Context: an optimization exercise on an open-source flow, tuned for small area and a short achievable clock period. The choices shown serve that exercise and are no tape-out recipe. Power and IR drop assume default switching activity.

== run A ==
==> flow/design.v <==
`timescale 1ns/1ns
package ahb_pkg;
  localparam int HADDR_W = 32;
  localparam int HDATA_W = 32;
  localparam int BE_W    = HDATA_W / 8;
  typedef enum logic [1:0] {
    HTRANS_IDLE   = 2'b00,
    HTRANS_BUSY   = 2'b01,
    HTRANS_NONSEQ = 2'b10,
    HTRANS_SEQ    = 2'b11
  } htrans_t;
  typedef enum logic [2:0] {
    HSIZE_BYTE  = 3'b000,
    HSIZE_HWORD = 3'b001,
    HSIZE_WORD  = 3'b010
  } hsize_t;
  localparam logic HRESP_OKAY = 1'b0;
endpackage
`timescale 1ns/1ns
package timer_pkg;
  localparam logic [31:0] PRESCALE_OFS = 32'h0000_0000;
  localparam logic [31:0] IPENDING_OFS = 32'h0000_0008;
  localparam logic [31:0] IENABLE_OFS  = 32'h0000_000C;
  localparam logic [31:0] TIME_OFS     = 32'h0000_0010;
  localparam logic [31:0] TIME_MSB_OFS = 32'h0000_0014;
  localparam logic [31:0] TIMECMP_OFS  = 32'h0000_0018;
  localparam int TIMECMP_STRIDE = 8;
  localparam int TIME_W     = 64;
  localparam int PRESCALE_W = 32;
  typedef enum logic [2:0] {
    RD_PRESCALE = 3'd0,
    RD_IPENDING = 3'd1,
    RD_IENABLE  = 3'd2,
    RD_TIME_LO  = 3'd3,
    RD_TIME_HI  = 3'd4,
    RD_CMP_LO   = 3'd5,
    RD_CMP_HI   = 3'd6,
    RD_ZERO     = 3'd7
  } rd_sel_t;
endpackage
`timescale 1ns/1ns
module timer_bus_decode
(
  input  logic [31:6] addr_hi,
  input  logic        live,
  output logic        hi_zero,
  output logic        rd_ok
);
  assign hi_zero = ~|addr_hi;
  assign rd_ok   = live && hi_zero;
endmodule
`timescale 1ns/1ns
module ahb_timer #(
  parameter  int TIMERS      = 3,
  localparam int TIMER_IDX_W = (TIMERS > 1) ? $clog2(TIMERS) : 1
)
(
  input  logic                        HCLK,
  input  logic                        HRESETn,
  input  logic                        HSEL,
  input  logic [ahb_pkg::HADDR_W-1:0] HADDR,
  input  logic [ahb_pkg::HDATA_W-1:0] HWDATA,
  output logic [ahb_pkg::HDATA_W-1:0] HRDATA,
  input  logic                        HWRITE,
  input  logic [2:0]                  HSIZE,
  input  logic [2:0]                  HBURST,
  input  logic [3:0]                  HPROT,
  input  logic [1:0]                  HTRANS,
  output logic                        HREADYOUT,
  input  logic                        HREADY,
  output logic                        HRESP,
  output logic                        tint
);
  localparam int NW = 12;
  assign HREADYOUT = 1'b1;
  assign HRESP     = ahb_pkg::HRESP_OKAY;
  logic live;
  always_ff @(posedge HCLK or negedge HRESETn)
  begin
    if (!HRESETn)
      live <= 1'b0;
    else
      live <= 1'b1;
  end
  logic          hi_zero;
  logic          rd_ok;
  logic [3:0]    word;
  logic [NW-1:0] asel;
  logic          wr_xfer;
  logic [3:0]    be;
  timer_bus_decode u_hi (.addr_hi(HADDR[31:6]), .live, .hi_zero, .rd_ok);
  assign word = HADDR[5:2];
  always_comb
  begin
    for (int k = 0; k < NW; k++)
      asel[k] = (word == 4'(k));
  end
  assign wr_xfer = HSEL && HREADY && HWRITE && HTRANS[1];
  always_comb
  begin
    case (HSIZE)
      3'd0:    be = 4'b0001 << HADDR[1:0];
      3'd1:    be = 4'b0011 << HADDR[1:0];
      default: be = 4'b1111 << HADDR[1:0];
    endcase
  end
  logic          wr_ok;
  logic          wr_nok;
  logic [3:0]    wr_word;
  logic [3:0]    wr_be;
  logic [NW-1:0] ws;
  always_ff @(posedge HCLK or negedge HRESETn)
  begin
    if (!HRESETn)
    begin
      wr_ok  <= 1'b0;
      wr_nok <= 1'b1;
    end
    else
    begin
      wr_ok  <= wr_xfer && hi_zero;
      wr_nok <= !(wr_xfer && hi_zero);
    end
  end
  always_ff @(posedge HCLK)
  begin
    wr_word <= word;
    wr_be   <= be;
  end
  logic [NW-1:0][3:0] lane_wr;
  logic [NW-1:0][3:0] lane_keep;
  always_comb
  begin
    for (int k = 0; k < NW; k++)
    begin
      ws[k] = wr_ok && (wr_word == 4'(k));
      for (int b = 0; b < 4; b++)
      begin
        lane_wr[k][b]   = ws[k] && wr_be[b];
        lane_keep[k][b] = live && (wr_nok || (wr_word != 4'(k)) || !wr_be[b]);
      end
    end
  end
  function automatic logic [31:0] lane_merge(
    input logic [31:0] old_val,
    input logic [31:0] new_val,
    input logic [3:0]  wr,
    input logic [3:0]  keep
  );
    logic [31:0] res;
    for (int n = 0; n < 4; n++)
      res[n*8 +: 8] = (new_val[n*8 +: 8] & {8{wr[n]}}) | (old_val[n*8 +: 8] & {8{keep[n]}});
    lane_merge = res;
  endfunction
  function automatic logic [63:0] inc_flips(input logic [63:0] v);
    logic [15:0] grp;
    logic [15:0] below;
    logic [63:0] res;
    for (int j = 0; j < 16; j++)
      grp[j] = &v[4*j +: 4];
    below[0] = 1'b1;
    for (int j = 1; j < 16; j++)
      below[j] = &(grp | (16'hFFFF << j));
    for (int j = 0; j < 16; j++)
    begin
      res[4*j]     = below[j];
      res[4*j + 1] = below[j] & v[4*j];
      res[4*j + 2] = below[j] & (v[4*j] & v[4*j + 1]);
      res[4*j + 3] = below[j] & (v[4*j] & v[4*j + 1] & v[4*j + 2]);
    end
    inc_flips = res;
  endfunction
  function automatic logic [31:0] dec_flips(input logic [31:0] v);
    logic [7:0]  grp;
    logic [7:0]  below;
    logic [31:0] res;
    for (int j = 0; j < 8; j++)
      grp[j] = ~|v[4*j +: 4];
    below[0] = 1'b1;
    for (int j = 1; j < 8; j++)
      below[j] = &(grp | (8'hFF << j));
    for (int j = 0; j < 8; j++)
    begin
      res[4*j]     = below[j];
      res[4*j + 1] = below[j] & ~v[4*j];
      res[4*j + 2] = below[j] & ~(v[4*j] | v[4*j + 1]);
      res[4*j + 3] = below[j] & ~(v[4*j] | v[4*j + 1] | v[4*j + 2]);
    end
    dec_flips = res;
  endfunction
  logic [31:0]      prescale;
  logic             prescale_wr;
  logic             enabled;
  logic [2:0]       ienable;
  logic [63:0]      time_val;
  logic [63:0]      time_src;
  logic [2:0][63:0] cmp_vals;
  logic [31:0]      cnt;
  logic             count_en;
  logic [2:0]       ipending;
  always_ff @(posedge HCLK or negedge HRESETn)
  begin
    if (!HRESETn)
    begin
      prescale_wr <= 1'b0;
      enabled     <= 1'b0;
    end
    else
    begin
      prescale_wr <= ws[0];
      if (ws[0])
        enabled <= 1'b1;
    end
  end
  assign time_src = (count_en && !ws[4] && !ws[5]) ? (time_val ^ inc_flips(time_val)) : time_val;
  always_ff @(posedge HCLK)
  begin
    prescale        <= lane_merge(prescale, HWDATA, lane_wr[0], lane_keep[0]);
    ienable         <= lane_merge({29'b0, ienable}, HWDATA, lane_wr[3], lane_keep[3]) & 3'b111;
    time_val[31:0]  <= lane_merge(time_src[31:0], HWDATA, lane_wr[4], lane_keep[4]);
    time_val[63:32] <= lane_merge(time_src[63:32], HWDATA, lane_wr[5], lane_keep[5]);
    for (int n = 0; n < 3; n++)
    begin
      cmp_vals[n][31:0]  <= lane_merge(cmp_vals[n][31:0], HWDATA, lane_wr[6 + 2*n], lane_keep[6 + 2*n]);
      cmp_vals[n][63:32] <= lane_merge(cmp_vals[n][63:32], HWDATA, lane_wr[7 + 2*n], lane_keep[7 + 2*n]);
    end
  end
  logic cnt_zero;
  assign cnt_zero = (cnt == '0);
  always_ff @(posedge HCLK)
  begin
    if (prescale_wr || cnt_zero || !enabled)
      cnt <= prescale;
    else
      cnt <= cnt ^ dec_flips(cnt);
  end
  always_ff @(posedge HCLK or negedge HRESETn)
  begin
    if (!HRESETn)
      count_en <= 1'b0;
    else
      count_en <= enabled && cnt_zero;
  end
  logic [2:0] hit;
  always_comb
  begin
    for (int n = 0; n < 3; n++)
      hit[n] = (time_val == cmp_vals[n]) && !ws[6 + 2*n] && !ws[7 + 2*n];
  end
  always_ff @(posedge HCLK or negedge HRESETn)
  begin
    if (!HRESETn)
    begin
      ipending <= '0;
      tint     <= 1'b0;
    end
    else
    begin
      ipending <= enabled ? hit : 3'b000;
      tint     <= |(ipending & ienable);
    end
  end
  logic [NW-1:0][31:0] rwords;
  logic [31:0]         rmux;
  always_comb
  begin
    rwords     = '0;
    rwords[0]  = prescale;
    rwords[2]  = {29'b0, ipending};
    rwords[3]  = {29'b0, ienable};
    rwords[4]  = time_val[31:0];
    rwords[5]  = time_val[63:32];
    rwords[6]  = cmp_vals[0][31:0];
    rwords[7]  = cmp_vals[0][63:32];
    rwords[8]  = cmp_vals[1][31:0];
    rwords[9]  = cmp_vals[1][63:32];
    rwords[10] = cmp_vals[2][31:0];
    rwords[11] = cmp_vals[2][63:32];
    rmux = '0;
    for (int k = 0; k < NW; k++)
      rmux = rmux | (rwords[k] & {32{asel[k]}});
  end
  always_ff @(posedge HCLK)
  begin
    HRDATA <= rmux & {32{rd_ok}};
  end
endmodule
Settings: LEC_CHECK=0, CAP_MARGIN=20, CORE_MARGIN=2, CORE_UTILIZATION=50, CTS_BUF_LIST=sky130_fd_sc_hd__clkbuf_16, CTS_CLUSTER_DIAMETER=60, CTS_CLUSTER_SIZE=30, SLEW_MARGIN=20, SYNTH_HIERARCHICAL=1; clock period 8.0 ns.
standard.sh (not shown) runs the stock make flow with config.mk's settings and CLKGATE_MAP_FILE= SYNTH_SCRIPT=/design/flow/synth_recipe.tcl, a recipe that flattens the netlist after the stock synthesis.
==> flow/flow/run.sh <==
#!/bin/bash
# Standard layout, but with a plain buffer on every port instead of the
# delay cell that buffer_ports picks on its own
set -euo pipefail
export BUFFER_PORTS_ARGS="-buffer_cell sky130_fd_sc_hd__buf_2"
# Timing repair aims past the 8 ns constraint
export SETUP_SLACK_MARGIN=5.5
# Clock tree without the dummy loads CTS adds for balance
export CTS_ARGS='-sink_clustering_enable -repair_clock_nets -sink_clustering_size 30 -sink_clustering_max_diameter 60 -buf_list {sky130_fd_sc_hd__clkbuf_8 sky130_fd_sc_hd__clkbuf_16} -dont_use_dummy_load'
bash standard.sh > standard.log 2>&1
Inputs modified between run A and run B:
diff --git a/flow/flow/run.sh b/flow/flow/run.sh
--- a/flow/flow/run.sh
+++ b/flow/flow/run.sh
@@ -8,3 +8,3 @@
 # Clock tree without the dummy loads CTS adds for balance
-export CTS_ARGS='-sink_clustering_enable -repair_clock_nets -sink_clustering_size 30 -sink_clustering_max_diameter 60 -buf_list {sky130_fd_sc_hd__clkbuf_8 sky130_fd_sc_hd__clkbuf_16} -dont_use_dummy_load'
+export CTS_ARGS="-sink_clustering_enable -repair_clock_nets -sink_clustering_size 30 -sink_clustering_max_diameter 60 -buf_list sky130_fd_sc_hd__clkbuf_16 -dont_use_dummy_load"
 bash standard.sh > standard.log 2>&1
Results
Having completed the whole flow, run B delivered a layout that passed the timing, DRC and antenna checks. Comparing run B against run A, there is no change at all in net total in the final layout. Re multi-input gate share of total cell area: no difference whatsoever between run A and run B. Comparing run B against run A, there is no change at all in final cell count without fillers. The full die area on run A is in line with that on run B. Between run B and run A, the difference in total vias in the final route is negligible. Run B against run A: number of detailed-route iterations in the first pass flat, simple logic cell fraction of the synthesized area flat. [compare] base=run A new=run B: clock tree buffer count of the final layout did not really move, number of hold violations in the final report did not really move.
The following lists how run C was set up differently from run B:
diff --git a/flow/flow/run.sh b/flow/flow/run.sh
--- a/flow/flow/run.sh
+++ b/flow/flow/run.sh
@@ -6,3 +6,3 @@
 # Timing repair aims past the 8 ns constraint
-export SETUP_SLACK_MARGIN=5.5
+export SETUP_SLACK_MARGIN=5.4
 # Clock tree without the dummy loads CTS adds for balance
### Flow results
- Run C ran to completion and came out clean on the timing, DRC and antenna checks.
- No stage failed in run B, and the final checks on the layout all came back clean.
- On global-route usage: between run C and run B, it ends up higher for run B.
- Against run B, run C reports a count of buffering cells on the critical path with inverters included that is lower.
- The overall via count from detail_route number comes out lower for run C vs run B.
- Against run B, run C comes in 2.5% lower on overall power after layout.
- Against run B, timing-limited maximum frequency in run C came out worse.
- Comparing run C with run B, the number of instances in the placed design came out essentially unchanged.
- Fraction of area in non-clock buffers ends up lower on run C.
- Compared with run B, in run C instance area after placement was more or less identical; cell area now smaller.
No functional check of the RTL was part of any run of this note.

port drivers added, routing unchanged:
No port has a modelled driver above. Below, the same layouts with a new extraction and two added sets of constraints. Step 1 assumes that a clkbuf_16 drives the clock port and a buf_2 every other input. Step 2 moves the port delays by t, midway between the first and last clock arrival at a register: inputs arrive t later, outputs are due t later. That takes back most of the time a late clock gives input paths. Slacks: ideal / step 1 / step 2; pairs: ideal / step 1.
run | t (ns) | slack for setup (ns) | worst hold slack (ns) | slew at the worst register clock pin (ns) | pins driven straight from the clock port
run A | 0.583 | 5.287 / 5.310 / 4.727 | 0.424 / 0.424 / 0.424 | 0.08 / 0.08 | 1
run B | 0.583 | 5.287 / 5.310 / 4.727 | 0.424 / 0.424 / 0.424 | 0.08 / 0.08 | 1
run C | 0.631 | 5.217 / 5.217 / 4.786 | 0.439 / 0.439 / 0.439 | 0.09 / 0.09 | 1
After both steps setup and hold are still met in every run listed.
